Background: an optimization exercise with open tools, aiming at small area, a short achievable clock period and few clock cycles per item. Do not read the settings as production practice. At most, simulation tests tie the RTL to the original design; equivalence was not proved. No functional check of the RTL was part of runs 1 and 2. No activity file was given, so power comes from the tool's default toggle rates.

==> design.v <==
`timescale 1ns/1ps
module fft_top (
  input  logic                       clk,
  input  logic                       reset_i,
  input  logic                       in_valid_i,
  output logic                       in_ready_o,
  input  logic [2*(4 + 4)-1:0] in_sample_i,
  output logic                       out_valid_o,
  input  logic                       out_ready_i,
  output logic [2*(4 + 4)-1:0] out_bin_o,
  output logic                       out_last_o
);
  logic [3:0][15:0] d_q, s_q, hi_q;
  logic [15:0]      bk1_q, bk3_q, bk5_q, bk7_q;
  logic [8:0]       z_q;
  logic             c7_q;
  logic [15:0]      out_q;
  logic             out_v_q, out_last_q;
  logic [2:0] fc_q;       
  logic       pa_cur_q;   
  logic [2:0] pa_q;       
  logic       bk_rdy_q;   
  logic [2:0] ob_q;       
  logic       ir_q;       
  logic       rdy_q;      
  logic       vin_q;      
  logic [15:0] in_q;
  logic       st0_q, st1_q, w2_q, p2_q, p3_q, p4_q, p5_q, p6_q;
  logic       sa_d_q, sa_s0_q, sa_s1_q, sa_s2_q, sa_b1_q, sa_b3_q;
  logic       sb_d_q, sb_s1_q, sb_s2_q, sb_s3_q, sb_b5_q, sb_b7_q;
  logic       jx_q, j3_q;
  logic       evc_q;      
  logic fire, start, step1, out_acc, ev, jstep;
  logic op;
  assign fire    = in_valid_i && rdy_q;
  assign op      = vin_q && ir_q;
  assign start   = st0_q;
  assign step1   = st1_q;
  assign out_acc = !out_v_q || out_ready_i;
  assign ev      = out_acc && evc_q;
  assign jstep   = ev && !ob_q[2];
  logic [2:0] fc_n, pa_n, ob_n;
  logic       j1_done, j3_done;
  logic       pa_cur_n, bk_rdy_n, ir_n;
  always_comb begin
    fc_n = op ? fc_q + 3'd1 : fc_q;
    if (op && fc_q == 3'd7)
      pa_cur_n = 1'b0;
    else if (start)
      pa_cur_n = 1'b1;
    else
      pa_cur_n = pa_cur_q;
    if (start)
      pa_n = 3'd1;
    else if (step1)
      pa_n = 3'd2;
    else if (pa_q >= 3'd2 && pa_q <= 3'd6)
      pa_n = pa_q + 3'd1;
    else
      pa_n = pa_q;
    if (p3_q)
      bk_rdy_n = 1'b1;
    else if (jstep && ob_q == 3'd3)
      bk_rdy_n = 1'b0;
    else
      bk_rdy_n = bk_rdy_q;
    ob_n    = ev ? ob_q + 3'd1 : ob_q;
    j1_done = !bk_rdy_n || (!ob_n[2] && ob_n[1:0] != 2'd0);
    j3_done = !bk_rdy_n || (!ob_n[2] && ob_n[1:0] == 2'd3);
    case (fc_n)
      3'd0:             ir_n = (pa_n >= 3'd1);
      3'd1, 3'd2, 3'd3: ir_n = (pa_n >= 3'd2);
      3'd4, 3'd5:       ir_n = (pa_n >= 3'd4) && j1_done;
      3'd6:             ir_n = (pa_n >= 3'd4) && j3_done;
      default:          ir_n = pa_cur_n || (pa_n == 3'd7 && !bk_rdy_n);
    endcase
  end
  logic       w2_e, p2_e, p3_e, jm_e;
  logic [2:0] ob_e;
  always_comb begin
    if (reset_i) begin
      w2_e = 1'b0;
      p2_e = 1'b0;
      p3_e = 1'b0;
      ob_e = 3'd0;
      jm_e = 1'b0;
    end else begin
      w2_e = ((pa_n == 3'd7) && !bk_rdy_n && (fc_n == 3'd7) && !pa_cur_n) ||
             (pa_n == 3'd1);
      p2_e = (pa_n == 3'd2);
      p3_e = (pa_n == 3'd3);
      ob_e = ev ? ob_q + 3'd1 : ob_q;
      jm_e = bk_rdy_n && !ob_e[2];
    end
  end
  always_ff @(posedge clk) begin
    sa_d_q  <= w2_e;
    sa_s0_q <= p2_e || (jm_e && ob_e[1:0] == 2'd0);
    sa_s1_q <= p3_e;
    sa_s2_q <= jm_e && ob_e[1:0] == 2'd2;
    sa_b1_q <= jm_e && ob_e[1:0] == 2'd1;
    sa_b3_q <= jm_e && ob_e[1:0] == 2'd3;
    sb_d_q  <= w2_e;
    sb_s2_q <= p2_e;
    sb_s3_q <= p3_e || (jm_e && ob_e[1:0] == 2'd2);
    sb_s1_q <= jm_e && ob_e[1:0] == 2'd0;
    sb_b5_q <= jm_e && ob_e[1:0] == 2'd1;
    sb_b7_q <= jm_e && ob_e[1:0] == 2'd3;
    jx_q    <= ob_e[1];
    j3_q    <= jm_e && ob_e[1:0] == 2'd3;
  end
  always_ff @(posedge clk) begin
    if (reset_i) begin
      fc_q     <= 3'd0;
      pa_cur_q <= 1'b0;
      pa_q     <= 3'd7;
      bk_rdy_q <= 1'b0;
      ob_q     <= 3'd0;
      out_v_q  <= 1'b0;
      evc_q    <= 1'b0;
      ir_q     <= 1'b1;
      rdy_q    <= 1'b1;
      vin_q    <= 1'b0;
      st0_q    <= 1'b0;
      st1_q    <= 1'b0;
      w2_q     <= 1'b0;
      p2_q     <= 1'b0;
      p3_q     <= 1'b0;
      p4_q     <= 1'b0;
      p5_q     <= 1'b0;
      p6_q     <= 1'b0;
    end else begin
      st0_q    <= (pa_n == 3'd7) && !bk_rdy_n && (fc_n == 3'd7) && !pa_cur_n;
      st1_q    <= (pa_n == 3'd1) && !pa_cur_n;
      w2_q     <= ((pa_n == 3'd7) && !bk_rdy_n && (fc_n == 3'd7) && !pa_cur_n) ||
                  (pa_n == 3'd1);
      p2_q     <= (pa_n == 3'd2);
      p3_q     <= (pa_n == 3'd3);
      p4_q     <= (pa_n == 3'd4);
      p5_q     <= (pa_n == 3'd5);
      p6_q     <= (pa_n == 3'd6);
      fc_q     <= fc_n;
      pa_cur_q <= pa_cur_n;
      pa_q     <= pa_n;
      bk_rdy_q <= bk_rdy_n;
      ir_q     <= ir_n;
      evc_q    <= (ev ? (ob_q[2] ^ (ob_q[1:0] == 2'd3)) : ob_q[2]) || bk_rdy_n;
      vin_q    <= rdy_q ? in_valid_i : vin_q;
      rdy_q    <= !(rdy_q ? in_valid_i : vin_q) || ir_n;
      if (ev) begin
        ob_q    <= ob_q + 3'd1;
        out_v_q <= 1'b1;
      end else if (out_acc) begin
        out_v_q <= 1'b0;
      end
    end
  end
  assign in_ready_o = rdy_q;
  always_ff @(posedge clk) begin
    if (!vin_q || ir_q)
      in_q <= in_sample_i;
  end
  logic [15:0] x_sum, x_dif;
  assign x_sum = {d_q[0][15:8] + in_q[15:8], d_q[0][7:0] + in_q[7:0]};
  assign x_dif = {d_q[0][15:8] - in_q[15:8], d_q[0][7:0] - in_q[7:0]};
  always_ff @(posedge clk) begin
    if (op) begin
      d_q[0] <= d_q[1];
      d_q[1] <= d_q[2];
      d_q[2] <= d_q[3];
      d_q[3] <= fc_q[2] ? x_dif : in_q;
    end
  end
  logic [1:0]  j;
  logic        s1m;
  logic [15:0] opa, opb2;
  logic [7:0]  bx, by;
  logic        c_p, c_m;
  logic [8:0]  t_p, t_m;
  logic [7:0]  s1_lr, s1_hr, s1_p, s1_m;
  assign j   = ob_q[1:0];
  assign s1m = w2_q || p2_q || p3_q;
  assign opa = ({16{sa_d_q}}  & d_q[1]) | ({16{sa_s0_q}} & s_q[0]) |
               ({16{sa_s1_q}} & s_q[1]) | ({16{sa_s2_q}} & s_q[2]) |
               ({16{sa_b1_q}} & bk1_q)  | ({16{sa_b3_q}} & bk3_q);
  assign opb2 = ({16{sb_d_q}}  & {d_q[3][7:0], d_q[3][15:8]}) |
                ({16{sb_s1_q}} & s_q[1]) | ({16{sb_s2_q}} & s_q[2]) |
                ({16{sb_s3_q}} & s_q[3]) | ({16{sb_b5_q}} & bk5_q) |
                ({16{sb_b7_q}} & bk7_q);
  assign bx = opb2[15:8];
  assign by = opb2[7:0];
  assign c_p   = j3_q && !c7_q;
  assign c_m   = !j3_q || c7_q;
  assign t_p   = {opa[7:0], 1'b1} + {by, c_p};
  assign t_m   = {opa[7:0], 1'b1} + {~by, c_m};
  assign s1_lr = opa[15:8] + bx;
  assign s1_hr = opa[15:8] - bx;
  assign s1_p  = t_p[8:1];
  assign s1_m  = t_m[8:1];
  logic              tw7, tw_nr;
  logic signed [7:0] tw_r, tw_i;
  logic signed [8:0] tw_z;
  logic signed [12:0] tw_m;
  logic [7:0]        tw_f;
  assign tw7   = p4_q || p5_q;
  assign tw_nr = p3_q || p4_q;
  assign tw_r  = tw7 ? bk7_q[15:8] : bk5_q[15:8];
  assign tw_i  = tw7 ? bk7_q[7:0]  : bk5_q[7:0];
  assign tw_z  = tw_nr ? {tw_i[7], tw_i} - {tw_r[7], tw_r} : {tw_i[7], tw_i} + {tw_r[7], tw_r};
  assign tw_m  = {{4{z_q[8]}}, z_q} * 13'd11;
  assign tw_f  = tw_m[11:4];
  always_ff @(posedge clk) begin
    z_q <= tw_z;
    if (p6_q)
      c7_q <= (z_q[3:0] == 4'd0);
  end
  always_ff @(posedge clk) begin
    if (start) begin
      bk1_q <= {s1_lr, s1_m};                       
      bk3_q <= {s1_hr, s1_p};                       
    end
    if (step1) begin
      bk5_q <= {s1_lr, s1_m};                       
      bk7_q <= {s1_hr, s1_p};                       
    end
    if (p3_q) bk5_q[15:8] <= tw_f;          
    if (p4_q) bk5_q[7:0]  <= tw_f;          
    if (p5_q) bk7_q[15:8] <= tw_f;          
    if (p6_q) bk7_q[7:0]  <= tw_f;          
  end
  always_ff @(posedge clk) begin
    if (op && fc_q[2])
      s_q[fc_q[1:0]] <= x_sum;
    if (p2_q) begin
      s_q[0] <= {s1_lr, s1_p};                      
      s_q[2] <= {s1_hr, s1_m};                      
    end
    if (p3_q) begin
      s_q[1] <= {s1_lr, s1_p};                      
      s_q[3] <= {s1_m, s1_hr};                      
    end
  end
  logic [15:0] x_lo, x_hi;
  assign x_lo = {s1_lr, jx_q ? s1_m : s1_p};
  assign x_hi = {s1_hr, jx_q ? s1_p : s1_m};
  always_ff @(posedge clk) begin
    if (ev) begin
      out_q      <= ob_q[2] ? hi_q[0] : x_lo;
      out_last_q <= (ob_q == 3'd7);
      hi_q[0]    <= hi_q[1];
      hi_q[1]    <= hi_q[2];
      hi_q[2]    <= hi_q[3];
      hi_q[3]    <= x_hi;
    end
  end
  assign out_valid_o = out_v_q;
  assign out_bin_o   = out_q;
  assign out_last_o  = out_last_q;
endmodule
==> flow/run.sh <==
#!/bin/bash
# The standard layout, except that the port buffers are buf_4 cells
# instead of the default (a slow delay-buffer cell).
set -euo pipefail
export BUFFER_PORTS_ARGS="-buffer_cell sky130_fd_sc_hd__buf_4"
bash standard.sh > standard.log 2>&1
==> standard.sh <==
#!/bin/bash
# synth_recipe.tcl (not shown) runs the flow's synth.tcl, then flattens the netlist and writes it again
# the make line also repeats each setting of config.mk as NAME=value (left out here)
make -C /OpenROAD-flow-scripts/flow DESIGN_CONFIG=/design/flow/config.mk WORK_HOME=/design/flow/orfs CLKGATE_MAP_FILE= SYNTH_SCRIPT=/design/flow/synth_recipe.tcl "${@:-finish}"
==> config.mk <==
export PLATFORM = sky130hd
export DESIGN_NAME = fft_top
export DESIGN_NICKNAME = fft_top
export VERILOG_FILES = /design/flow/design.v
export SDC_FILE = /design/flow/constraint.sdc
export NUM_CORES = 4
export LEC_CHECK = 0
export ABC_AREA = 1
export CAP_MARGIN = 20
export CORE_MARGIN = 2
export CORE_UTILIZATION = 40
export CTS_CLUSTER_DIAMETER = 100
export CTS_CLUSTER_SIZE = 24
export SETUP_SLACK_MARGIN = 3.2
export SLEW_MARGIN = 20
==> constraint.sdc <==
create_clock -name core_clock -period 6.0 [get_ports {clk}]
set_input_delay 1.2000 -clock core_clock [delete_from_list [all_inputs] [get_ports {clk}]]
set_output_delay 1.2000 -clock core_clock [all_outputs]
set_load 0.01 [all_outputs]
==> metrics.csv, run 1 <==
metric;value;unit
drt-initial-drc-count;1521;
ys.flop_type;edfxtp_1;
setup_viol;0;
nets;2189;
worstMarginPinSlew;0.947;ns
fmax;355;MHz
grt.total_usage;0.237;
vias;14700;
min_path_type;register to register;
ys_seq_area_frac;0.521;
clockBufferDepth;3;
crit_path_end_kind;register;
outcome;complete, no violations;
ys.warnings.count;1;
async_reset_ff_frac;0;
cp_data_arrival_time;3.20;ns
cap_violations;0;
avgRoutedWirePerCell;21.5;um
final_common_cell;nand2_1;
root_buffer;clkbuf_16;
synth-seq-cells;327;
gp_congestion;0.958;
io_buffers;38;
cts_made_buffers;17;
p_leak;8.93;nW
worstHoldStart;hi_q[43]$_DFFE_PP_;
p_total;0.00413;W
synth_nets;2121;
grt_pass1_vias;13900;
clock-sinks;327;
synth_cells;1996;
layout_setup_ws;3.18;ns
drive_gt1_frac;0.183;
die_w;217;um
syn_to_final_growth;17.0;%
final_cell_mix;513 x nand2_1, 288 x edfxtp_1, 214 x inv_1;
pre_cts_slack;2.14;ns
synth_area_per_cell;9.07;um^2
grt_antenna_before_repair;0;
hold_buffers;0;
ant_nets;0;
rows;77;
fp.coreArea;44400;um^2
r2r-start;sa_d_q$_SDFF_PP0_;
synth_edf_count;288;
die_area;47000;um^2
period_share;0.470;
via_per_inst;5.52;
grt.overflow.total;0;
ioPinCount;39;
dpl.hpwl;40100;um
clk_latency;0.53;ns
start_kind;register;
grt_max_degree;70;
cts_tree;built;
rsz0062_at_grt;yes;
drc;0;
fill_cells;4172;
final_max_slew_viol_count;0;
path_clk_slew;0.10;ns
synth_cell_types;56;
syn_area;18100;um^2
final_hold_viol_count;0;
initial_core_util;0.407;
dr.pass1.iters;6;
die_h;217;um
htree_levels;1;
skew;0.0166;ns
grt_pass1_wl;84200;um
fin_crit;2.82;ns
relSlewSlack;0.368;
antennaDiodeCount;0;
path_max_fanout;11;
tns;0;ns
timing.hold.ws;0.427;ns
crit_type;register to register;
cp.required;6.38;ns
p_per_area;195;nW/um^2
crit_start;sa_d_q$_SDFF_PP0_;
peakVddDrop;0.000140;V
routed_wl;57200;um
## metal layers
metal	vias to the layer above	part of all wire	GRT usage	routed length, um
met3	125	0.088	0.0362	5050
met4	0	0.048	0.102	2740
met1	7090	0.41	0.326	23500
met2	698	0.45	0.374	25900
met5	-	0	0	0
li1	6809	-	-	-
## repair_timing
action,CTS,global route
setup buffers,38,30
setup endpoints to repair,158,114
pin swaps,23,45
resized for setup,134,134
gates cloned,1,1
## area by class of cell
| class | instances | area [um^2] | area share |
|---|---|---|---|
| clock buffers | 27 | 484 | 0.0229 |
| clock inverters | 2 | 22.5 | 0.00106 |
| inverters | 249 | 985 | 0.0465 |
| multi-input cells | 1346 | 8370 | 0.395 |
| flip-flops and latches | 327 | 9460 | 0.447 |
| well taps | 592 | 741 | 0.0350 |
| repair buffers | 123 | 1120 | 0.0527 |
## flip-flops by register name, indices dropped and copies added, names as in the netlist, 3 cells and up
signal,cells
bk5_q,16
d_q,64
bk1_q,15
z_q,9
bk3_q,15
bk7_q,16
pa_q,3
hi_q,64
s_q,64
out_q,16
fc_q,3
ob_q,3
in_q,16
## where the power goes
part           total [W]  switching (W)  internal, W
logic           0.000305       0.000213    0.0000923
clock network    0.00132       0.000733     0.000586
registers        0.00250      0.0000203      0.00248
total            0.00413       0.000967      0.00316
## stage by stage
| step | cells | util | area, um^2 |
|---|---|---|---|
| 2_1_floorplan | 1996 | - | 18100 |
| 3_3_place_gp | 2567 | 0.426 | 18900 |
| 3_5_place_dp | 2567 | 0.426 | 18900 |
| 4_1_cts | 2635 | 0.458 | 20400 |
| 5_1_grt | 2666 | 0.477 | 21200 |
| 6_report | 2666 | 0.477 | 21200 |
## kinds of logic (layout without fill, tap and decap cells)
family,count (synthesis),after routing,share of synthesized area
compound gates,312,312,0.0971
mux,1,1,0.000553
flops,327,327,0.521
fa+ha+maj,105,105,0.0784
buf+inv,323,401,0.0720
xor+xnor,44,44,0.0230
simple gates,884,884,0.208
## critical path, cell delays in order, from the launching register on
cell and delay (ns):
dfxtp_4 0.39, buf_12 0.15, nand2_1 0.07, o21ai_1 0.08
a221oi_2 0.27, nand3_2 0.23, ha_4 0.23, fa_2 0.38
inv_2 0.08, nand4_1 0.11, nand3_2 0.14, xor2_4 0.27
buf_6 0.15, nor2_1 0.03, a21oi_1 0.11
## cells in the mapped netlist (31+ instances only)
cell type  instances  area (um^2)
nand2_1          537         2020
edfxtp_1         288         8650
inv_1            233          875
nand3_1          139          696
a21oi_1          124          621
nor2_1           103          387
o21ai_0           95          475
ha_1              91         1140
dfxtp_1           39          781
clkbuf_1          34          128
nand4_1           33          206
xor2_1            31          272
## worst paths after layout
kind                              to  slack, ns  depth (start not counted)
setup / recovery   s_q[54]$_DFFE_PP_       3.18                         14
hold / removal    hi_q[27]$_DFFE_PP_       0.43                          0
setup reg to reg   s_q[54]$_DFFE_PP_       3.18                         14
hold reg to reg   hi_q[27]$_DFFE_PP_       0.43                          0
==> run 2: changes to the inputs <==
==> run.sh (new file) <==
#!/bin/bash
# synth_recipe.tcl (not shown) runs the flow's synth.tcl, then flattens the netlist and writes it again
# the make line also repeats each setting of config.mk as NAME=value (left out here)
make -C /OpenROAD-flow-scripts/flow DESIGN_CONFIG=/design/flow/config.mk WORK_HOME=/design/flow/orfs CLKGATE_MAP_FILE= SYNTH_SCRIPT=/design/flow/synth_recipe.tcl finish
--- a/config.mk
+++ b/config.mk
@@ -11,5 +11,5 @@
 export CORE_UTILIZATION = 40
 export CTS_CLUSTER_DIAMETER = 100
 export CTS_CLUSTER_SIZE = 24
-export SETUP_SLACK_MARGIN = 3.2
+export SETUP_SLACK_MARGIN = 3.0
 export SLEW_MARGIN = 20
removed: flow/run.sh
removed: standard.sh
==> metrics.csv, run 2 <==
metric;value;unit;change
fin_crit;2.93;ns;+0.114 ns
path_clk_slew;0.09;ns;about the same
final_max_slew_viol_count;0;;unchanged
synth_cells;1996;;unchanged
initial_core_util;0.407;;unchanged
avgRoutedWirePerCell;21.5;um;about the same
reg.largest.list;d_q (64), hi_q (64), s_q (64);;
relSlewSlack;0.277;;-0.0917
start_kind;register;;
clockBufferDepth;3;;unchanged
p_leak;8.65;nW;-3.1%
antennaDiodeCount;0;;unchanged
synth-seq-cells;327;;unchanged
grt.overflow.total;0;;unchanged
utilization;0.461;;-0.0159
p_total;0.00423;W;+2.6%
rsz0062_at_grt;yes;;
clock-sinks;327;;unchanged
final_cell_mix;528 x nand2_1, 288 x edfxtp_1, 225 x inv_1;;
gp_congestion;0.949;;-0.97%
vias;14600;;-0.58%
hold_buffers;0;;unchanged
cts_tree;built;;
synth_top_area_frac;0.478;;unchanged
worstMarginPinSlew;1.09;ns;+0.139 ns
ioPinCount;39;;unchanged
min_path_type;register to register;;
syn_area;18100;um^2;unchanged
synth_nets;2121;;unchanged
crit_path_end_kind;register;;
tns;0;ns;unchanged
drc;0;;unchanged
io_buffers;38;;unchanged
grt_pass1_wl;83600;um;-0.69%
cp.required;6.39;ns;about the same
final_hold_viol_count;0;;unchanged
synth_cell_types;56;;unchanged
setup_viol;0;;unchanged
synth_edf_count;288;;unchanged
grt_antenna_before_repair;0;;unchanged
multi_input_area;7840;um^2;-6.3%
fp.coreArea;44400;um^2;unchanged
timing.hold.ws;0.424;ns;-0.00263 ns
async_reset_ff_frac;0;;unchanged
drt-initial-drc-count;1960;;+29%
die_h;217;um;unchanged
grt.total_usage;0.234;;-0.00320
htree_levels;1;;unchanged
seqCellArea;9460;um^2;about the same
dp.cells;2565;;-0.078%
ys.warnings.count;1;;unchanged
rows;77;;unchanged
crit_path_frequent_cell;inv_1;;
die_w;217;um;unchanged
netlist_top_cells_count;537 x nand2_1, 288 x edfxtp_1, 233 x inv_1;;
final_common_cell;nand2_1;;
routed_wl;56400;um;-1.4%
outcome;complete, no violations;;
path_cells;buf_12, nand2_1, o21ai_0, a221oi_1, nand3_1, ha_2, inv_1, fa_1, inv_1, nand4_1, o211ai_2, xor2_4, nor2_1, a21oi_1;;
via_per_inst;5.57;;+0.90%
skew;0.0259;ns;+0.00928 ns
cp_data_arrival_time;3.32;ns;+0.12 ns
p_per_area;207;nW/um^2;+6.1%
period_share;0.489;;+0.0189
nets;2152;;-1.7%
ant_nets;0;;unchanged
path_max_fanout;16;;+5
yosysTopAreaCell;edfxtp_1;;
root_buffer;clkbuf_16;;
yosysMostFrequentCell;nand2_1;;
fill_cells;4214;;+1.0%
ys_seq_area_frac;0.521;;unchanged
crit_type;register to register;;
synth_area_per_cell;9.07;um^2;unchanged
critPathMaxStageDelay;0.47;ns;+0.08 ns
cap_violations;0;;unchanged
drive_gt1_frac;0.107;;-0.0766
cts_made_buffers;18;;+1
ys.flop_type;edfxtp_1;;
fmax;341;MHz;-3.9%
cpMaxStageDelayCell;fa_1;;
dpl.hpwl;39600;um;-1.3%
dr.pass1.iters;5;;-1
syn_to_final_growth;13.1;%;
grt_max_degree;82;;+17%
peakVddDrop;0.000192;V;+37%
instances_no_fill;2627;;-1.5%
die_area;47000;um^2;unchanged
synth_area_leaders;edfxtp_1 48%, nand2_1 11%, ha_1 6.3%, inv_1 4.8%, dfxtp_1 4.3%;;
clk_latency;0.56;ns;+0.03 ns
grt_pass1_vias;13900;;+0.12%
==> run 2: cell count changes in the layout (fill, tap and decap cells not counted), moves of 8 or more <==
cell / before / now
buf_4: 103 / 33
clkdlybuf4s50_1: 0 / 38
nand3_1: 117 / 136
nand3_2: 22 / 5
nand2_1: 513 / 528
inv_1: 214 / 225
a21oi_1: 110 / 120
ha_4: 17 / 7
a21oi_2: 15 / 6
nand2_2: 31 / 22
ha_1: 68 / 76
==> run 2: metrics by stage <==
step / cell area [um^2] / worst slack (ns)
after detailed placement: 19000 / 2.24
final: 20500 / 3.07
after CTS: 20000 / 2.99
after floorplan: 18100 / 2.68
after global routing: 20500 / 2.94
after global placement: 19000 / 2.31
==> run 2: path summary, 6_finish.rpt <==
path                 startpoint  cells after the start                 end  slack (ns)
max           sa_d_q$_SDFF_PP0_                     14   s_q[14]$_DFFE_PP_        3.07
min          hi_q[39]$_DFFE_PP_                      0  hi_q[23]$_DFFE_PP_        0.42
max reg2reg   sa_d_q$_SDFF_PP0_                     14   s_q[14]$_DFFE_PP_        3.07
min reg2reg  hi_q[39]$_DFFE_PP_                      0  hi_q[23]$_DFFE_PP_        0.42
==> run 2: what timing repair did <==
item / 4_1_cts / 5_1_grt
gates resized for setup: 60 / 77
gates cloned: 1 / 3
pin swaps: 5 / 27
buffers inserted: 12 / 18
endpoints found under the setup margin: 147 / 87
==> run 2: kinds of logic (layout without fill, tap and decap cells) <==
group | Yosys count | after routing | synth area share
simple gates | 884 | 884 | 0.208
flops | 327 | 327 | 0.521
buf+inv | 323 | 362 | 0.0720
compound gates | 312 | 312 | 0.0971
fa+ha+maj | 105 | 105 | 0.0784
xor+xnor | 44 | 44 | 0.0230
mux | 1 | 1 | 0.000553
==> run 2: power by group <==
part / internal (W) / switching, W / total, W
Sequential: 0.00248 / 0.0000165 / 0.00250
Clock: 0.000640 / 0.000780 / 0.00142
Combinational: 0.0000999 / 0.000214 / 0.000314
==> run 2: layout make-up <==
cell class,instances,share of cell area
inverter,249,0.0471
multi-input combinational,1346,0.383
clock buffer,24,0.0241
sequential,327,0.462
timing repair buffer,85,0.0442
tap,592,0.0362
clock inverter,4,0.00324
==> run 2: metal layers <==
metal,up-vias,wire length (um),global-route usage
li1,6745,-,-
met1,7003,23600,0.326
met2,746,24600,0.361
met3,143,5350,0.0392
met4,0,2820,0.102
met5,-,0,0
==> run 2: critical path, delay by kind of cell (launching register included) <==
family | cells | cell delay [ns]
adders and majority gates | 2 | 0.72
AOI/OAI and AO/OA | 4 | 0.48
and+or+nand+nor | 4 | 0.43
DFF | 1 | 0.42
buffers and inverters | 3 | 0.37
xor gates and xnor gates | 1 | 0.34
==> run 3: changes to the inputs <==
--- a/design.v
+++ b/design.v
@@ -15,11 +15,12 @@
   logic [8:0]       z_q;
   logic             c7_q;
   logic [15:0]      out_q;
-  logic             out_v_q, out_last_q;
+  logic             out_v_q;
   logic [2:0] fc_q;       
   logic       pa_cur_q;   
   logic [2:0] pa_q;       
   logic       bk_rdy_q;   
+  logic [2:0] jc_q;       
   logic [2:0] ob_q;       
   logic       ir_q;       
   logic       rdy_q;      
@@ -39,8 +40,7 @@
   assign out_acc = !out_v_q || out_ready_i;
   assign ev      = out_acc && evc_q;
   assign jstep   = ev && !ob_q[2];
-  logic [2:0] fc_n, pa_n, ob_n;
-  logic       j1_done, j3_done;
+  logic [2:0] fc_n, pa_n, jc_n;
   logic       pa_cur_n, bk_rdy_n, ir_n;
   always_comb begin
     fc_n = op ? fc_q + 3'd1 : fc_q;
@@ -64,18 +64,21 @@
       bk_rdy_n = 1'b0;
     else
       bk_rdy_n = bk_rdy_q;
-    ob_n    = ev ? ob_q + 3'd1 : ob_q;
-    j1_done = !bk_rdy_n || (!ob_n[2] && ob_n[1:0] != 2'd0);
-    j3_done = !bk_rdy_n || (!ob_n[2] && ob_n[1:0] == 2'd3);
+    if (p3_q)
+      jc_n = 3'd0;
+    else if (jstep)
+      jc_n = jc_q + 3'd1;
+    else
+      jc_n = jc_q;
     case (fc_n)
       3'd0:             ir_n = (pa_n >= 3'd1);
       3'd1, 3'd2, 3'd3: ir_n = (pa_n >= 3'd2);
-      3'd4, 3'd5:       ir_n = (pa_n >= 3'd4) && j1_done;
-      3'd6:             ir_n = (pa_n >= 3'd4) && j3_done;
+      3'd4, 3'd5:       ir_n = (pa_n >= 3'd4) && (jc_n >= 3'd1);
+      3'd6:             ir_n = (pa_n >= 3'd4) && (jc_n >= 3'd3);
       default:          ir_n = pa_cur_n || (pa_n == 3'd7 && !bk_rdy_n);
     endcase
   end
-  logic       w2_e, p2_e, p3_e, jm_e;
+  logic       w2_e, p2_e, p3_e, s1m_e;
   logic [2:0] ob_e;
   always_comb begin
     if (reset_i) begin
@@ -83,31 +86,30 @@
       p2_e = 1'b0;
       p3_e = 1'b0;
       ob_e = 3'd0;
-      jm_e = 1'b0;
     end else begin
       w2_e = ((pa_n == 3'd7) && !bk_rdy_n && (fc_n == 3'd7) && !pa_cur_n) ||
              (pa_n == 3'd1);
       p2_e = (pa_n == 3'd2);
       p3_e = (pa_n == 3'd3);
       ob_e = ev ? ob_q + 3'd1 : ob_q;
-      jm_e = bk_rdy_n && !ob_e[2];
-    end
+    end
+    s1m_e = w2_e || p2_e || p3_e;
   end
   always_ff @(posedge clk) begin
     sa_d_q  <= w2_e;
-    sa_s0_q <= p2_e || (jm_e && ob_e[1:0] == 2'd0);
+    sa_s0_q <= p2_e || (!s1m_e && ob_e[1:0] == 2'd0);
     sa_s1_q <= p3_e;
-    sa_s2_q <= jm_e && ob_e[1:0] == 2'd2;
-    sa_b1_q <= jm_e && ob_e[1:0] == 2'd1;
-    sa_b3_q <= jm_e && ob_e[1:0] == 2'd3;
+    sa_s2_q <= !s1m_e && ob_e[1:0] == 2'd2;
+    sa_b1_q <= !s1m_e && ob_e[1:0] == 2'd1;
+    sa_b3_q <= !s1m_e && ob_e[1:0] == 2'd3;
     sb_d_q  <= w2_e;
     sb_s2_q <= p2_e;
-    sb_s3_q <= p3_e || (jm_e && ob_e[1:0] == 2'd2);
-    sb_s1_q <= jm_e && ob_e[1:0] == 2'd0;
-    sb_b5_q <= jm_e && ob_e[1:0] == 2'd1;
-    sb_b7_q <= jm_e && ob_e[1:0] == 2'd3;
+    sb_s3_q <= p3_e || (!s1m_e && ob_e[1:0] == 2'd2);
+    sb_s1_q <= !s1m_e && ob_e[1:0] == 2'd0;
+    sb_b5_q <= !s1m_e && ob_e[1:0] == 2'd1;
+    sb_b7_q <= !s1m_e && ob_e[1:0] == 2'd3;
     jx_q    <= ob_e[1];
-    j3_q    <= jm_e && ob_e[1:0] == 2'd3;
+    j3_q    <= !s1m_e && ob_e[1:0] == 2'd3;
   end
   always_ff @(posedge clk) begin
     if (reset_i) begin
@@ -115,6 +117,7 @@
       pa_cur_q <= 1'b0;
       pa_q     <= 3'd7;
       bk_rdy_q <= 1'b0;
+      jc_q     <= 3'd4;
       ob_q     <= 3'd0;
       out_v_q  <= 1'b0;
       evc_q    <= 1'b0;
@@ -143,6 +146,7 @@
       pa_cur_q <= pa_cur_n;
       pa_q     <= pa_n;
       bk_rdy_q <= bk_rdy_n;
+      jc_q     <= jc_n;
       ir_q     <= ir_n;
       evc_q    <= (ev ? (ob_q[2] ^ (ob_q[1:0] == 2'd3)) : ob_q[2]) || bk_rdy_n;
       vin_q    <= rdy_q ? in_valid_i : vin_q;
@@ -246,7 +250,6 @@
   always_ff @(posedge clk) begin
     if (ev) begin
       out_q      <= ob_q[2] ? hi_q[0] : x_lo;
-      out_last_q <= (ob_q == 3'd7);
       hi_q[0]    <= hi_q[1];
       hi_q[1]    <= hi_q[2];
       hi_q[2]    <= hi_q[3];
@@ -255,5 +258,5 @@
   end
   assign out_valid_o = out_v_q;
   assign out_bin_o   = out_q;
-  assign out_last_o  = out_last_q;
+  assign out_last_o  = (ob_q == 3'd0);
 endmodule
==> flow/run.sh (new file) <==
#!/bin/bash
# The standard layout, except that the port buffers are buf_2 cells
# instead of the default delay-buffer cell (smaller and faster).
set -euo pipefail
export BUFFER_PORTS_ARGS="-buffer_cell sky130_fd_sc_hd__buf_2"
export MATCH_CELL_FOOTPRINT=0
bash standard.sh > standard.log 2>&1
==> standard.sh (new file) <==
#!/bin/bash
# synth_recipe.tcl (not shown) runs the flow's synth.tcl, then flattens the netlist and writes it again
# the make line also repeats each setting of config.mk as NAME=value (left out here)
make -C /OpenROAD-flow-scripts/flow DESIGN_CONFIG=/design/flow/config.mk WORK_HOME=/design/flow/orfs CLKGATE_MAP_FILE= SYNTH_SCRIPT=/design/flow/synth_recipe.tcl "${@:-finish}"
--- a/config.mk
+++ b/config.mk
@@ -11,5 +11,5 @@
 export CORE_UTILIZATION = 40
 export CTS_CLUSTER_DIAMETER = 100
 export CTS_CLUSTER_SIZE = 24
-export SETUP_SLACK_MARGIN = 3.0
+export SETUP_SLACK_MARGIN = 3.1
 export SLEW_MARGIN = 20
removed: run.sh
==> metrics.csv, run 3 <==
metric;value;unit;change
r2r-start;sa_s1_q$_DFF_P_;;
start_kind;register;;
grt_antenna_before_repair;0;;unchanged
fill_cells;4179;;-0.83%
via_per_inst;5.50;;-1.2%
setup_viol;0;;unchanged
seqCellArea;9490;um^2;+0.32%
fin_crit;2.80;ns;-0.136 ns
layout_setup_ws;3.20;ns;+0.136 ns
rsz0062_at_grt;yes;;
drc;0;;unchanged
die_area;46100;um^2;-1.8%
syn_area;17800;um^2;-1.8%
clk_latency;0.54;ns;-0.02 ns
clockBufferDepth;3;;unchanged
clock-sinks;329;;+0.61%
skew;0.0341;ns;+0.00819 ns
peakVddDrop;0.000257;V;+34%
vias;14200;;-3.0%
synth_area_leaders;edfxtp_1 49%, nand2_1 10%, ha_1 6.5%, dfxtp_1 4.7%, inv_1 4.3%;;
grt_pass1_vias;13500;;-3.0%
post_dp_cell_area;18500;um^2;-2.3%
synth_cell_types;47;;-16%
routed_wl;54000;um;-4.2%
cts_tree;built;;
min_path_type;register to register;;
worstMarginPinSlew;0.914;ns;-0.171 ns
nets;2101;;-2.4%
p_leak;8.29;nW;-4.2%
cap_violations;0;;unchanged
antennaDiodeCount;0;;unchanged
hold_depth;0;;unchanged
syn_to_final_growth;13.6;%;
tns;0;ns;unchanged
final_max_slew_viol_count;0;;unchanged
final_common_cell;nand2_1;;
fin_area;20200;um^2;-1.5%
synth_area_per_cell;9.20;um^2;+1.4%
fp.coreArea;44000;um^2;-0.87%
multi_input_area;7600;um^2;-3.0%
r2r_slack;3.20;ns;+0.14 ns
initial_core_util;0.404;;-0.00394
final_hold_viol_count;0;;unchanged
grt_pass1_wl;80600;um;-3.6%
synth_nets;2058;;-3.0%
grt.overflow.total;0;;unchanged
fmax;357;MHz;+4.9%
ant_nets;0;;unchanged
ys.warnings.count;1;;unchanged
dpl.hpwl;37600;um;-5.2%
netlist_top_cells_count;473 x nand2_1, 287 x edfxtp_1, 204 x inv_1;;
p_per_area;282;nW/um^2;+36%
path_clk_slew;0.11;ns;+0.02 ns
synth_cells;1932;;-3.2%
yosysMostFrequentCell;nand2_1;;
period_share;0.466;;-0.0227
drive_gt1_frac;0.146;;+0.0398
crit_type;register to register;;
avgRoutedWirePerCell;20.9;um;-2.5%
crit_start;sa_s1_q$_DFF_P_;;
relSlewSlack;0.386;;+0.110
final_cell_mix;451 x nand2_1, 287 x edfxtp_1, 195 x inv_1;;
cp_data_arrival_time;3.06;ns;-0.26 ns
dr.pass1.iters;6;;+1
drt-initial-drc-count;1493;;-24%
gp_congestion;0.918;;-3.2%
htree_levels;1;;unchanged
synth_edf_count;287;;-0.35%
die_h;215;um;-0.90%
grt.total_usage;0.226;;-0.00819
rows;77;;unchanged
root_buffer;clkbuf_16;;
yosysTopAreaCell;edfxtp_1;;
worstHoldEndpoint;d_q[27]$_DFFE_PP_;;
grt_max_degree;68;;-17%
cp.required;6.27;ns;-0.12 ns
rr_endpoint;out_q[3]$_DFFE_PN_;;
synth-seq-cells;329;;+0.61%
rr_worst_depth;13;;-1
ys_seq_area_frac;0.532;;+0.0114
outcome;complete, no violations;;
crit_path_end_kind;register;;
die_w;215;um;-0.90%
path_max_fanout;12;;-4
ys.flop_type;edfxtp_1;;
ioPinCount;39;;unchanged
synth_top_area_frac;0.485;;+0.00720
reg.largest.list;d_q (64), hi_q (64), s_q (64);;
io_buffers;38;;unchanged
pre_cts_slack;2.36;ns;+0.116 ns
async_reset_ff_frac;0;;unchanged
cts_made_buffers;18;;unchanged
worstHoldStart;d_q[43]$_DFFE_PP_;;
==> run 3: per-layer routing <==
layer	part of all wire	vias up	global-route usage	wire length, um
li1	-	6628	-	-
met1	0.43	6765	0.326	23200
met2	0.44	676	0.353	23800
met3	0.093	125	0.0358	5010
met4	0.038	0	0.0653	2030
met5	0	-	0	0
==> run 3: per-stage QoR <==
stage                     total power [W]  utilization  cells  hold WS, ns
after global routing              0.00598        0.458   2579        0.405
after CTS                         0.00560        0.443   2549        0.415
after global placement            0.00409        0.421   2504        0.401
final                             0.00569        0.458   2579        0.406
after detailed placement          0.00411        0.421   2504        0.405
after floorplan                   0.00366            -   1932        0.400
==> run 3: area by class of cell <==
class / count / share of cell area
Multi-Input combinational cell: 1283 / 0.377
Sequential cell: 329 / 0.471
Clock buffer: 29 / 0.0259
Clock inverter: 3 / 0.00292
Timing Repair Buffer: 93 / 0.0383
Timing Repair inverter: 2 / 0.000682
Inverter: 248 / 0.0481
Tap cell: 592 / 0.0367
==> run 3: logic make-up (layout without fill, tap and decap cells) <==
family,Yosys count,in the layout,share of synthesized area
and+or+nand+nor,777,779,0.182
adders and majority gates,106,106,0.0806
xor gates and xnor gates,46,46,0.0227
AOI/OAI and AO/OA,345,345,0.108
DFF,329,329,0.532
muxes,7,7,0.00437
buffers and inverters,322,375,0.0699
==> run 3: worst max-delay path, stage by stage, from the launching register on <==
cell and delay, ns:
dfxtp_4 0.42, clkinv_8 0.11, buf_12 0.17, o2111ai_4 0.24, nor2_2 0.10, buf_4 0.15
fa_2 0.39, nand3b_1 0.18, nand2_1 0.10, nand2_1 0.07, nand2_1 0.31, inv_1 0.11
nand2_1 0.08, a31oi_1 0.07
==> run 3: how the worst max path moves through the flow <==
stage                              end
global route         s_q[15]$_DFFE_PP_
global placement      s_q[7]$_DFFE_PP_
finish              out_q[3]$_DFFE_PN_
floorplan             s_q[0]$_DFFE_PP_
detailed placement    s_q[7]$_DFFE_PP_
CTS                  s_q[62]$_DFFE_PP_
==> run 3: repair_timing <==
action | CTS | global route
buffers inserted | 11 | 25
hold buffers | 0 | 0
hold endpoints to repair | 0 | 0
setup endpoints to repair | 145 | 110
gates resized for setup | 70 | 97
cloned | 2 | 5
pin swaps | 8 | 25
==> run 3: report_power, final <==
part           switching (W)  internal, W
logic                0.00112     0.000531
clock network       0.000791     0.000661
registers          0.0000535      0.00253
total                0.00196      0.00372
Testbench counts of run 3, summed over its fixed seeds: cycles 4,200, frames 512.
==> run 4: changes to the inputs <==
==> flow/run.sh (replaced) <==
#!/bin/bash
# The standard layout, except that the port buffers are buf_2 cells
# instead of the default delay-buffer cell (smaller and faster).
set -euo pipefail
export BUFFER_PORTS_ARGS="-buffer_cell sky130_fd_sc_hd__buf_2"
export RECOVER_POWER=100
bash standard.sh > standard.log 2>&1
==> metrics.csv, run 4 <==
metric;value;unit;change
outcome;finished with violations;;
so_faults;max-capacitance violations, max-slew violations;;
antennaDiodeCount;0;;unchanged
ys.flop_type;edfxtp_1;;
hold_depth;0;;unchanged
p_total;0.00567;W;-0.36%
final_max_slew_viol_count;214;;+214
vias;14200;;-0.21%
rr_endpoint;s_q[1]$_DFFE_PP_;;
critPathMaxStageDelay;1.32;ns;+0.90 ns
path_delay_family;buffers and inverters;;
skew;0.0303;ns;-0.00378 ns
synth-seq-cells;329;;unchanged
drc;0;;unchanged
swShare;0.344;;-0.00190
grt_max_degree;68;;unchanged
tns;0;ns;unchanged
final_cell_mix;464 x nand2_1, 287 x edfxtp_1, 209 x inv_1;;
period_share;0.716;;+0.250
setup_viol;0;;unchanged
drt-initial-drc-count;1598;;+7.0%
final_hold_viol_count;0;;unchanged
p_per_area;285;nW/um^2;+1.1%
drive_gt1_frac;0.102;;-0.0443
synth_edf_count;287;;unchanged
r2r-start;fc_q[0]$_SDFF_PP0_;;
grtUsageMet1;0.326;;unchanged
avgRoutedWirePerCell;21.0;um;+0.21%
path_max_fanout;36;;+24
routed_wl;54100;um;+0.21%
path_clk_slew;0.11;ns;about the same
fin_crit;4.30;ns;+1.50 ns
cts_tree;built;;
rsz0062_at_grt;yes;;
crit_path_end_kind;register;;
clk_latency;0.54;ns;about the same
busiest_layer;met2;;
cpMaxStageDelayCell;clkbuf_1;;
worstHoldStart;d_q[43]$_DFFE_PP_;;
intPower;0.00372;W;about the same
start_kind;register;;
synth_cells;1932;;unchanged
syn_to_final_growth;11.9;%;
synth_nets;2058;;unchanged
syn_area;17800;um^2;unchanged
critPathBufInv;5;;+1
reg.largest.list;d_q (64), hi_q (64), s_q (64);;
grt_util_met3;0.0358;;unchanged
via_per_inst;5.49;;-0.21%
synth_top_area_frac;0.485;;unchanged
htree_levels;1;;unchanged
timing.hold.ws;0.406;ns;+0.000353 ns
relSlewSlack;-1.29;;-1.68
crit_cells;10;;-3
min_path_type;register to register;;
cp.required;6.30;ns;+0.03 ns
ant_nets;0;;unchanged
die_h;215;um;unchanged
p_comb_frac;0.288;;-0.002
gp_congestion;0.918;;unchanged
crit_start;fc_q[0]$_SDFF_PP0_;;
use_met2;0.353;;unchanged
worstMarginPinSlew;3.44;ns;+2.52 ns
die_area;46100;um^2;unchanged
fp.coreArea;44000;um^2;unchanged
cp_data_arrival_time;4.60;ns;+1.54 ns
yosysTopAreaCell;edfxtp_1;;
synth_area_leaders;edfxtp_1 49%, nand2_1 10%, ha_1 6.5%, dfxtp_1 4.7%, inv_1 4.3%;;
dpl.hpwl;37600;um;unchanged
crit_type;register to register;;
grt_antenna_before_repair;1;;+1
peakVddDrop;0.000255;V;-0.93%
r2r_slack;1.70;ns;-1.50 ns
root_buffer;clkbuf_16;;
rows;77;;unchanged
grt_pass1_vias;13500;;unchanged
ys.warnings.count;1;;unchanged
dp.cells;2504;;unchanged
p_leak;8.15;nW;-1.6%
rr_worst_depth;10;;-3
nets;2101;;unchanged
clock-sinks;329;;unchanged
synth_area_per_cell;9.20;um^2;unchanged
clock_power_share;0.256;;about the same
p_sw;0.00195;W;-0.91%
io_buffers;38;;unchanged
synth_cell_types;47;;unchanged
path_cells;clkbuf_1, inv_1, ha_4, inv_2, nor3_2, clkbuf_1, nand2_1, o211ai_1, o21ai_0, inv_1;;
grt.total_usage;0.226;;unchanged
worstHoldEndpoint;d_q[27]$_DFFE_PP_;;
cts_made_buffers;18;;unchanged
die_w;215;um;unchanged
async_reset_ff_frac;0;;unchanged
instances_no_fill;2579;;unchanged
ys_seq_area_frac;0.532;;unchanged
yosysMostFrequentCell;nand2_1;;
share_seq_of_total_power;0.456;;+0.002
grt.overflow.total;0;;unchanged
final_common_cell;nand2_1;;
clockBufferDepth;3;;unchanged
ioPinCount;39;;unchanged
initial_core_util;0.404;;unchanged
dr.pass1.iters;6;;unchanged
utilization;0.452;;-0.00662
hold_buffers;0;;unchanged
cap_violations;6;;+6
netlist_top_cells_count;473 x nand2_1, 287 x edfxtp_1, 204 x inv_1;;
fmax;233;MHz;-35%
grt_pass1_wl;80600;um;unchanged
-- run 4: cell counts after synthesis --
No cell type changed its count.
-- run 4: layer usage --
metal | wire, um | up-vias
met5 | 0 | -
met4 | 1990 | 0
met3 | 4990 | 123
met2 | 23800 | 643
met1 | 23400 | 6778
li1 | - | 6620
-- run 4: what timing repair did --
item	in CTS	in global routing
setup buffers	11	25
gates resized for setup	70	97
gates cloned	2	5
pin swaps	8	25
setup endpoints to repair	145	110
-- run 4: metrics by stage --
stage	setup slack [ns]	area (um^2)
3_5_place_dp	2.36	18500
2_1_floorplan	2.44	17800
6_report	1.70	19900
3_3_place_gp	2.40	18500
5_1_grt	1.58	19900
4_1_cts	3.07	19500
-- run 4: worst register-to-register path: cells and delay by family (launching register included) --
family                     cells  cell delay [ns]
AOI/OAI and AO/OA              2             0.18
adders and majority gates      1             0.40
buffers and inverters          5             2.86
DFF                            1             0.32
and+or+nand+nor                2             0.29
-- run 4: worst max-delay path by stage --
stage	endpoint	slack [ns]
final	s_q[1]$_DFFE_PP_	1.70
after global routing	s_q[15]$_DFFE_PP_	1.58
after CTS	s_q[62]$_DFFE_PP_	3.07
after detailed placement	s_q[7]$_DFFE_PP_	2.36
after global placement	s_q[7]$_DFFE_PP_	2.40
after floorplan	s_q[0]$_DFFE_PP_	2.44
-- run 4: final cells by class --
cell class / instances / area [um^2]
Tap cell: 592 / 741
Sequential cell: 329 / 9480
Timing Repair Buffer: 93 / 693
Clock inverter: 3 / 58.8
Timing Repair inverter: 2 / 13.8
Inverter: 248 / 970
Multi-Input combinational cell: 1283 / 7400
Fill cell: 4239 / 24100
Clock buffer: 29 / 523
-- run 4: cell families after synthesis --
| family | share of synthesized area |
|---|---|
| compound gates | 0.108 |
| xor+xnor | 0.0227 |
| fa+ha+maj | 0.0806 |
| buf+inv | 0.0699 |
| flops | 0.532 |
| mux | 0.00437 |
| simple gates | 0.182 |
-- run 4: power groups by stage --
stage	Clock (W)	Combinational, W	Sequential (W)
final	0.00145	0.00163	0.00259
after global routing	0.00156	0.00181	0.00259
after CTS	0.00148	0.00153	0.00259
after detailed placement	0	0.00147	0.00264
after global placement	0	0.00145	0.00264
after floorplan	0	0.00105	0.00262
==> run 5: changes to the inputs <==
==> flow/run.sh (replaced) <==
#!/bin/bash
# The standard layout, except that the port buffers are buf_2 cells
# instead of the default delay-buffer cell (smaller and faster).
set -euo pipefail
export BUFFER_PORTS_ARGS="-buffer_cell sky130_fd_sc_hd__buf_2"
bash standard.sh > standard.log 2>&1
==> metrics.csv, run 5 <==
metric;value;unit;change
avgRoutedWirePerCell;20.9;um;-0.21%
grt_pass1_wl;80600;um;unchanged
ys.flop_type;edfxtp_1;;
clock-sinks;329;;unchanged
crit_type;register to register;;
grtUsageMet1;0.326;;unchanged
fmax;357;MHz;+54%
rsz0062_at_grt;yes;;
gp_congestion;0.918;;unchanged
cts_made_buffers;18;;unchanged
worstMarginPinSlew;0.914;ns;-2.52 ns
relSlewSlack;0.386;;+1.68
outcome;complete, no violations;;
final_hold_viol_count;0;;unchanged
synth_cell_types;47;;unchanged
initial_core_util;0.404;;unchanged
synth_edf_count;287;;unchanged
path_max_fanout;12;;-67%
antennaDiodeCount;0;;unchanged
p_per_area;282;nW/um^2;-1.1%
busiest_layer;met2;;
die_h;215;um;unchanged
period_share;0.466;;-0.250
rows;77;;unchanged
synth_nets;2058;;unchanged
cap_violations;0;;-6
reg.largest.list;d_q (64), hi_q (64), s_q (64);;
setup_viol;0;;unchanged
use_met2;0.353;;unchanged
via_per_inst;5.50;;+0.21%
dr.pass1.iters;6;;unchanged
vias;14200;;+0.21%
cpMaxStageDelayCell;dfxtp_4;;
ys.warnings.count;1;;unchanged
yosysMostFrequentCell;nand2_1;;
grt_util_met3;0.0358;;unchanged
syn_to_final_growth;13.6;%;
io_buffers;38;;unchanged
netlist_top_cells_count;473 x nand2_1, 287 x edfxtp_1, 204 x inv_1;;
htree_levels;1;;unchanged
synth_area_per_cell;9.20;um^2;unchanged
fin_crit;2.80;ns;-1.50 ns
drive_gt1_frac;0.146;;+0.0443
ioPinCount;39;;unchanged
root_buffer;clkbuf_16;;
tns;0;ns;unchanged
async_reset_ff_frac;0;;unchanged
path_cells;clkinv_8, buf_12, o2111ai_4, nor2_2, buf_4, fa_2, nand3b_1, nand2_1, nand2_1, nand2_1, inv_1, nand2_1, a31oi_1;;
synth_area_leaders;edfxtp_1 49%, nand2_1 10%, ha_1 6.5%, dfxtp_1 4.7%, inv_1 4.3%;;
dpl.hpwl;37600;um;unchanged
synth_top_area_frac;0.485;;unchanged
nets;2101;;unchanged
final_cell_mix;451 x nand2_1, 287 x edfxtp_1, 195 x inv_1;;
synth-seq-cells;329;;unchanged
ys_seq_area_frac;0.532;;unchanged
routed_wl;54000;um;-0.21%
p_total;0.00569;W;+0.36%
clockBufferDepth;3;;unchanged
p_leak;8.29;nW;+1.6%
grt.total_usage;0.226;;unchanged
cp_data_arrival_time;3.06;ns;-1.54 ns
drc;0;;unchanged
syn_area;17800;um^2;unchanged
fp.coreArea;44000;um^2;unchanged
hold_buffers;0;;unchanged
die_w;215;um;unchanged
peakVddDrop;0.000257;V;+0.94%
yosysTopAreaCell;edfxtp_1;;
final_common_cell;nand2_1;;
synth_cells;1932;;unchanged
grt.overflow.total;0;;unchanged
final_max_slew_viol_count;0;;-100%
cts_tree;built;;
skew;0.0341;ns;+0.00378 ns
clk_latency;0.54;ns;about the same
ant_nets;0;;unchanged
crit_path_end_kind;register;;
utilization;0.458;;+0.00662
grt_max_degree;68;;unchanged
cp.required;6.27;ns;-0.03 ns
die_area;46100;um^2;unchanged
start_kind;register;;
min_path_type;register to register;;
grt_antenna_before_repair;0;;-1
grt_pass1_vias;13500;;unchanged
crit_path_frequent_cell;nand2_1;;
drt-initial-drc-count;1493;;-6.6%
path_clk_slew;0.11;ns;about the same
critPathMaxStageDelay;0.42;ns;-0.90 ns
## run 5: power breakdown
group / total [W] / switching [W] / internal [W]
Combinational: 0.00165 / 0.00112 / 0.000531
Clock: 0.00145 / 0.000791 / 0.000661
Sequential: 0.00258 / 0.0000535 / 0.00253
Total: 0.00569 / 0.00196 / 0.00372
## run 5: what timing repair did
item | CTS | global route
pin swaps | 8 | 25
buffers inserted | 11 | 25
gates resized for setup | 70 | 97
gates cloned | 2 | 5
setup endpoints to repair | 145 | 110
## run 5: kinds of logic (layout without fill, tap and decap cells)
| logic type | after synthesis | in the layout | share of synthesized area |
|---|---|---|---|
| AOI/OAI and AO/OA | 345 | 345 | 0.108 |
| xor gates and xnor gates | 46 | 46 | 0.0227 |
| adders and majority gates | 106 | 106 | 0.0806 |
| buffers and inverters | 322 | 375 | 0.0699 |
| DFF | 329 | 329 | 0.532 |
| muxes | 7 | 7 | 0.00437 |
| and+or+nand+nor | 777 | 779 | 0.182 |
## run 5: layer usage
layer  wire, um  part of all wire
met5          0                 0
met4       2030             0.038
met3       5010             0.093
met2      23800              0.44
met1      23200              0.43
## run 5: path summary, 6_finish.rpt
check | start | to | slack [ns] | depth (start not counted)
worst min-delay path | d_q[43]$_DFFE_PP_ | d_q[27]$_DFFE_PP_ | 0.41 | 0
worst min register to register | d_q[43]$_DFFE_PP_ | d_q[27]$_DFFE_PP_ | 0.41 | 0
worst max register to register | sa_s1_q$_DFF_P_ | out_q[3]$_DFFE_PN_ | 3.20 | 13
worst max-delay path | sa_s1_q$_DFF_P_ | out_q[3]$_DFFE_PN_ | 3.20 | 13
## run 5: final cells by class
| type | count | area (um^2) |
|---|---|---|
| clock inverters | 3 | 58.8 |
| repair inverters | 2 | 13.8 |
| clock buffers | 29 | 523 |
| fillers | 4179 | 23900 |
| flip-flops and latches | 329 | 9490 |
| well taps | 592 | 741 |
| repair buffers | 93 | 773 |
| multi-input cells | 1283 | 7600 |
| inverters | 248 | 970 |
## run 5: critical path, delay by kind of cell (launching register included)
kind | cells | cell delay [ns]
flops | 1 | 0.42
buf+inv | 4 | 0.54
fa+ha+maj | 1 | 0.39
compound gates | 2 | 0.31
simple gates | 6 | 0.84
## run 5: per-stage QoR
stage	hold WS [ns]	instances	instance area [um^2]	worst slack, ns
after detailed placement	0.405	2504	18500	2.36
final	0.406	2579	20200	3.20
after global routing	0.405	2579	20200	3.07
after CTS	0.415	2549	19500	3.07
after global placement	0.401	2504	18500	2.40
after floorplan	0.400	1932	17800	2.44
==> run 6: changes to the inputs <==
--- a/flow/run.sh
+++ b/flow/run.sh
@@ -3,4 +3,5 @@
 # instead of the default delay-buffer cell (smaller and faster).
 set -euo pipefail
 export BUFFER_PORTS_ARGS="-buffer_cell sky130_fd_sc_hd__buf_2"
+export SETUP_MOVE_SEQUENCE="unbuffer,sizeup,swap"
 bash standard.sh > standard.log 2>&1
--- a/config.mk
+++ b/config.mk
@@ -11,5 +11,5 @@
 export CORE_UTILIZATION = 40
 export CTS_CLUSTER_DIAMETER = 100
 export CTS_CLUSTER_SIZE = 24
-export SETUP_SLACK_MARGIN = 3.1
+export SETUP_SLACK_MARGIN = 3.4
 export SLEW_MARGIN = 20
==> metrics.csv, run 6 <==
metric;value;unit;change
htree_levels;1;;unchanged
synth_top_area_frac;0.485;;unchanged
grt.overflow.total;0;;unchanged
ys_seq_area_frac;0.532;;unchanged
rsz0062_at_grt;yes;;
setup_viol;0;;unchanged
rr_worst_depth;14;;+1
io_buffers;38;;unchanged
grt_pass1_wl;81700;um;+1.3%
worstMarginPinSlew;0.830;ns;-0.0844 ns
crit_type;register to register;;
die_h;215;um;unchanged
skew;0.0230;ns;-0.0111 ns
clk_latency;0.54;ns;about the same
synth_area_per_cell;9.20;um^2;unchanged
yosys.area_share.simple;0.182;;unchanged
path_clk_slew;0.10;ns;about the same
syn_area;17800;um^2;unchanged
nets;2059;;-2.0%
layout_setup_ws;2.99;ns;-0.208 ns
ant_nets;0;;unchanged
cp.required;6.31;ns;+0.04 ns
synth_top_family_by_area;simple AND/OR/NAND/NOR gates;;
grt_max_degree;67;;-1.5%
synth_cells;1932;;unchanged
yosysMostFrequentCell;nand2_1;;
swShare;0.347;;+0.00141
pre_cts_slack;2.45;ns;+0.0846 ns
ys.warnings.count;1;;unchanged
grt.total_usage;0.230;;+0.00435
avgRoutedWirePerCell;21.5;um;+2.6%
syn_to_final_growth;19.6;%;
via_per_inst;5.54;;+0.74%
final_max_slew_viol_count;0;;unchanged
final_cell_mix;383 x nand2_1, 287 x edfxtp_1, 182 x inv_1;;
synth-seq-cells;329;;unchanged
hold_buffers;0;;unchanged
seqCellArea;9500;um^2;about the same
async_reset_ff_frac;0;;unchanged
cts_tree;built;;
synth_nets;2058;;unchanged
yosysTopAreaCell;edfxtp_1;;
initial_core_util;0.404;;unchanged
dpl.hpwl;38500;um;+2.5%
tns;0;ns;unchanged
p_total;0.00587;W;+3.2%
path_cells;buf_12, clkinvlp_4, buf_12, o211ai_1, nor3_2, inv_1, ha_4, inv_8, o21ai_4, nand3_2, nand3_2, nand3b_1, nand2_2, o21a_1;;
reg.largest.list;d_q (64), hi_q (64), s_q (64);;
grt_antenna_before_repair;2;;+2
intPower;0.00383;W;+3.0%
dr.pass1.iters;5;;-1
grt_pass1_vias;13400;;-0.73%
drive_gt1_frac;0.243;;+0.0967
antennaDiodeCount;0;;unchanged
cp_data_arrival_time;3.31;ns;+0.25 ns
vias;14100;;-0.90%
die_area;46100;um^2;unchanged
synth_cell_types;47;;unchanged
netlist_top_cells_count;473 x nand2_1, 287 x edfxtp_1, 204 x inv_1;;
p_per_area;276;nW/um^2;-2.0%
drt-initial-drc-count;1419;;-5.0%
rows;77;;unchanged
crit_path_end_kind;register;;
fp.coreArea;44000;um^2;unchanged
drc;0;;unchanged
yosys.area_share.xor_xnor;0.0227;;unchanged
clock_power_share;0.236;;-0.019
multi_input_area;8990;um^2;+18%
synth-compound-area-share;0.108;;unchanged
hold_depth;0;;unchanged
root_buffer;clkbuf_16;;
path_max_fanout;49;;+37
fmax;333;MHz;-6.9%
p_sw;0.00204;W;+3.6%
ioPinCount;39;;unchanged
synth.mux.area_fraction;0.00437;;unchanged
cts_made_buffers;18;;unchanged
p_leak;8.36;nW;+0.92%
outcome;complete, no violations;;
synthAdderAreaFrac;0.0806;;unchanged
ys.flop_type;edfxtp_1;;
min_path_type;register to register;;
clockBufferDepth;3;;unchanged
routed_wl;54500;um;+0.97%
gp_congestion;0.916;;-0.16%
clock-sinks;329;;unchanged
fill_cells;4089;;-2.2%
cpMaxStageDelayCell;dfxtp_2;;
share_seq_of_total_power;0.442;;-0.012
cap_violations;0;;unchanged
cts_setup_buffers;0;;-11
synth_area_leaders;edfxtp_1 49%, nand2_1 10%, ha_1 6.5%, dfxtp_1 4.7%, inv_1 4.3%;;
peakVddDrop;0.000336;V;+30%
synth_edf_count;287;;unchanged
final_hold_viol_count;0;;unchanged
start_kind;register;;
critPathMaxStageDelay;0.35;ns;-0.07 ns
final_common_cell;nand2_1;;
fin_crit;3.01;ns;+0.208 ns
p_comb_frac;0.322;;+0.032
die_w;215;um;unchanged
relSlewSlack;0.447;;+0.0606
period_share;0.501;;+0.0347
==> run 6: cell counts after synthesis <==
No cell type changed its count.
==> run 6: final timing paths <==
path                     start                 to  slack, ns
max            sb_s2_q$_DFF_P_   s_q[7]$_DFFE_PP_       2.99
min          d_q[47]$_DFFE_PP_  d_q[31]$_DFFE_PP_       0.41
min reg2reg  d_q[47]$_DFFE_PP_  d_q[31]$_DFFE_PP_       0.41
max reg2reg    sb_s2_q$_DFF_P_   s_q[7]$_DFFE_PP_       2.99
==> run 6: cells by family (layout without fill, tap and decap cells) <==
logic type	after synthesis	in the layout
AOI/OAI and AO/OA	345	345
and+or+nand+nor	777	777
DFF	329	329
muxes	7	7
adders and majority gates	106	106
buffers and inverters	322	335
xor gates and xnor gates	46	46
==> run 6: timing repair <==
action | in CTS | in global routing
pin swaps | 78 | 92
setup endpoints to repair | 169 | 186
gates resized for setup | 319 | 194
==> run 6: power by group through the flow <==
stage | clock network [W] | registers (W) | logic, W
6_report | 0.00138 | 0.00259 | 0.00189
5_1_grt | 0.00148 | 0.00260 | 0.00207
4_1_cts | 0.00142 | 0.00259 | 0.00174
3_5_place_dp | 0 | 0.00264 | 0.00144
3_3_place_gp | 0 | 0.00264 | 0.00142
2_1_floorplan | 0 | 0.00262 | 0.00107
==> run 6: critical path, delay by kind of cell (launching register included) <==
family	cells	cell delay [ns]
AO/OA/AOI/OAI	3	0.58
flip-flops	1	0.35
adder cells (fa/ha/maj)	1	0.26
AND/OR/NAND/NOR	5	0.57
buffers and inverters	5	0.99
==> run 6: area by class of cell <==
| cell class | instances | share of cell area |
|---|---|---|
| sequential | 329 | 0.447 |
| multi-input combinational | 1281 | 0.423 |
| inverter | 248 | 0.0491 |
| tap | 592 | 0.0349 |
| clock buffer | 28 | 0.0240 |
| timing repair buffer | 55 | 0.0201 |
| clock inverter | 4 | 0.00200 |
==> run 6: metrics by stage <==
step                      cells  hold WS [ns]   util  instance area [um^2]
after CTS                  2537         0.416  0.465                 20500
final                      2537         0.412  0.483                 21200
after global routing       2537         0.415  0.483                 21200
after global placement     2505         0.401  0.422                 18600
after floorplan            1932         0.400      -                 17800
after detailed placement   2505         0.405  0.422                 18600
==> run 6: layer usage <==
metal / global-route usage / vias to the layer above / wire, um
met4: 0.0759 / 4 / 2240
met1: 0.322 / 6822 / 23200
met3: 0.0289 / 108 / 4060
met2: 0.373 / 573 / 25000
li1: - / 6559 / -
met5: 0 / - / 23
==> run 7: changes to the inputs <==
--- a/config.mk
+++ b/config.mk
@@ -11,5 +11,5 @@
 export CORE_UTILIZATION = 40
 export CTS_CLUSTER_DIAMETER = 100
 export CTS_CLUSTER_SIZE = 24
-export SETUP_SLACK_MARGIN = 3.4
+export SETUP_SLACK_MARGIN = 3.2
 export SLEW_MARGIN = 20
==> metrics.csv, run 7 <==
metric;value;unit;change
avgRoutedWirePerCell;21.0;um;-2.3%
p_sw;0.00206;W;+1.4%
final_cell_mix;413 x nand2_1, 287 x edfxtp_1, 191 x inv_1;;
grt.total_usage;0.225;;-0.00525
synth-seq-cells;329;;unchanged
final_common_cell;nand2_1;;
skew;0.0298;ns;+0.00675 ns
die_area;46100;um^2;unchanged
synth_cell_types;47;;unchanged
clock-sinks;329;;unchanged
async_reset_ff_frac;0;;unchanged
nets;2058;;-0.049%
io_buffers;38;;unchanged
cts_made_buffers;18;;unchanged
grt_antenna_before_repair;0;;-2
antennaDiodeCount;0;;unchanged
ys_seq_area_frac;0.532;;unchanged
die_w;215;um;unchanged
final_hold_viol_count;0;;unchanged
hold_buffers;0;;unchanged
cts_tree;built;;
syn_area;17800;um^2;unchanged
critPathMaxStageDelay;0.45;ns;+0.10 ns
ioPinCount;39;;unchanged
cp.required;6.29;ns;-0.02 ns
synth_nets;2058;;unchanged
synth_top_area_frac;0.485;;unchanged
setup_viol;0;;unchanged
layout_setup_ws;3.09;ns;+0.0962 ns
routed_wl;53200;um;-2.4%
synth_area_leaders;edfxtp_1 49%, nand2_1 10%, ha_1 6.5%, dfxtp_1 4.7%, inv_1 4.3%;;
swShare;0.349;;+0.00217
intPower;0.00385;W;+0.41%
path_cells;inv_12, buf_16, o21ai_4, a221oi_2, o211ai_1, ha_4, inv_2, a21oi_2, nand2_2, nand2_2, nand2_2, nand2_4, nand2_4, nand2_4, nand2_8, nand2_4, nand2_1;;
reg.largest.list;d_q (64), hi_q (64), s_q (64);;
critPathBufInv;3;;-2
fp.coreArea;44000;um^2;unchanged
dr.pass1.iters;5;;unchanged
cts_setup_buffers;0;;unchanged
worstMarginPinSlew;0.889;ns;+0.0592 ns
synth_area_per_cell;9.20;um^2;unchanged
gp_congestion;0.918;;+0.16%
drc;0;;unchanged
outcome;complete, no violations;;
path_clk_slew;0.11;ns;about the same
via_per_inst;5.57;;+0.37%
p_leak;8.24;nW;-1.5%
htree_levels;1;;unchanged
tns;0;ns;unchanged
path_delay_family;simple AND/OR/NAND/NOR gates;;
die_h;215;um;unchanged
cap_violations;0;;unchanged
cp_data_arrival_time;3.20;ns;-0.11 ns
grt_pass1_vias;13500;;+0.71%
root_buffer;clkbuf_16;;
crit_path_frequent_cell;nand2_4;;
path_max_fanout;29;;-41%
clock_power_share;0.245;;+0.009
initial_core_util;0.404;;unchanged
ys.warnings.count;1;;unchanged
rows;77;;unchanged
cpMaxStageDelayCell;ha_4;;
crit_path_end_kind;register;;
ys.flop_type;edfxtp_1;;
final_max_slew_viol_count;0;;unchanged
ant_nets;0;;unchanged
clockBufferDepth;3;;unchanged
syn_to_final_growth;16.0;%;
fmax;344;MHz;+3.3%
share_seq_of_total_power;0.437;;-0.005
vias;14100;;+0.33%
yosysTopAreaCell;edfxtp_1;;
synth_cells;1932;;unchanged
rsz0062_at_grt;yes;;
yosysMostFrequentCell;nand2_1;;
grt_pass1_wl;80300;um;-1.7%
synth_edf_count;287;;unchanged
grt_max_degree;68;;+1.5%
netlist_top_cells_count;473 x nand2_1, 287 x edfxtp_1, 204 x inv_1;;
peakVddDrop;0.000276;V;-18%
min_path_type;register to register;;
pre_cts_slack;2.36;ns;-0.0846 ns
clk_latency;0.53;ns;about the same
p_comb_frac;0.318;;-0.004
grt.overflow.total;0;;unchanged
fin_crit;2.91;ns;-0.0962 ns
drive_gt1_frac;0.193;;-0.0498
relSlewSlack;0.408;;-0.0394
dpl.hpwl;37600;um;-2.4%
start_kind;register;;
period_share;0.485;;-0.0160
crit_type;register to register;;
p_per_area;287;nW/um^2;+3.9%
drt-initial-drc-count;1504;;+6.0%
## run 7: cell counts after synthesis
No cell type changed its count.
## run 7: final cells by class
cell class,instances,area (um^2)
well taps,592,741
clock inverters,3,58.8
inverters,248,992
fillers,4125,23400
multi-input cells,1281,8420
repair buffers,54,387
flip-flops and latches,329,9490
clock buffers,29,523
## run 7: per-stage QoR
step           total power (W)  std cells  hold WS, ns  utilization  area (um^2)
3_3_place_gp           0.00409       2504        0.401        0.421        18500
5_1_grt                0.00621       2536        0.405        0.468        20600
6_report               0.00591       2536        0.408        0.468        20600
3_5_place_dp           0.00411       2504        0.405        0.421        18500
2_1_floorplan          0.00366       1932        0.400            -        17800
4_1_cts                0.00567       2536        0.415        0.449        19800
## run 7: power by group through the flow
stage	Clock (W)	Sequential [W]	Combinational [W]
4_1_cts	0.00148	0.00258	0.00161
2_1_floorplan	0	0.00262	0.00105
6_report	0.00145	0.00259	0.00188
3_5_place_dp	0	0.00264	0.00147
3_3_place_gp	0	0.00264	0.00145
5_1_grt	0.00155	0.00259	0.00207
## run 7: worst paths after layout
path                        endpoint  slack [ns]  cells past startpoint               from
hold / removal     d_q[27]$_DFFE_PP_        0.41                      0  d_q[43]$_DFFE_PP_
setup reg to reg  bk5_q[5]$_DFFE_PP_        3.09                     17    sa_s1_q$_DFF_P_
setup / recovery  bk5_q[5]$_DFFE_PP_        3.09                     17    sa_s1_q$_DFF_P_
hold reg to reg    d_q[27]$_DFFE_PP_        0.41                      0  d_q[43]$_DFFE_PP_
## run 7: worst register-to-register path, delay by kind of cell, from the launching register on
kind | cells | cell delay, ns
simple gates | 9 | 0.78
compound gates | 4 | 0.62
fa+ha+maj | 1 | 0.45
buf+inv | 3 | 0.43
flops | 1 | 0.39
## run 7: metal layers
metal  share of wire  GRT usage  vias to the layer above
li1                -          -                     6549
met1            0.43      0.327                     6825
met2            0.45      0.350                      644
met3           0.086     0.0296                       95
met4           0.034     0.0694                        0
met5               0          0                        -
## run 7: logic make-up (layout without fill, tap and decap cells)
| family | Yosys count | after routing | share of synthesized area |
|---|---|---|---|
| muxes | 7 | 7 | 0.00437 |
| buffers and inverters | 322 | 334 | 0.0699 |
| xor gates and xnor gates | 46 | 46 | 0.0227 |
| DFF | 329 | 329 | 0.532 |
| adders and majority gates | 106 | 106 | 0.0806 |
| AOI/OAI and AO/OA | 345 | 345 | 0.108 |
| and+or+nand+nor | 777 | 777 | 0.182 |
## run 7: timing repair
| item | 4_1_cts | 5_1_grt |
|---|---|---|
| resized for setup | 154 | 207 |
| pin swaps | 25 | 80 |
| endpoints found under the setup margin | 162 | 113 |

==> re-timing with driven ports <==
The flow's constraints put no driver on any port. The routed layouts listed below were extracted and timed again, unchanged, in two steps. Step 1 sets driving cells, clkbuf_16 on the clock port and buf_2 on the other inputs (assumed; they add their load-dependent delay and slew). Step 2 times the ports against the registers' clock, not the clock port: input delays grow and output delays shrink by t, the midpoint of the rising clock arrivals with the driver on. Three values: ideal ports, drivers, drivers and shift; two values: the first two.
run	t (ns)	setup slack, ns	worst setup path at the end	latest minus earliest clock arrival (ns)
run 1	0.575	3.180 / 3.180 / 2.912	input to register	0.017 / 0.017
run 2	0.597	3.066 / 3.066 / 2.815	input to register	0.027 / 0.026
run 3	0.578	3.202 / 3.193 / 2.841	input to register	0.035 / 0.035
run 4	0.576	1.702 / 1.702 / 1.702	register to register	0.031 / 0.030
run 5	0.578	3.202 / 3.193 / 2.841	input to register	0.035 / 0.035
run 6	0.583	2.994 / 2.994 / 2.994	register to register	0.023 / 0.023
run 7	0.577	3.090 / 3.090 / 2.853	input to register	0.030 / 0.029
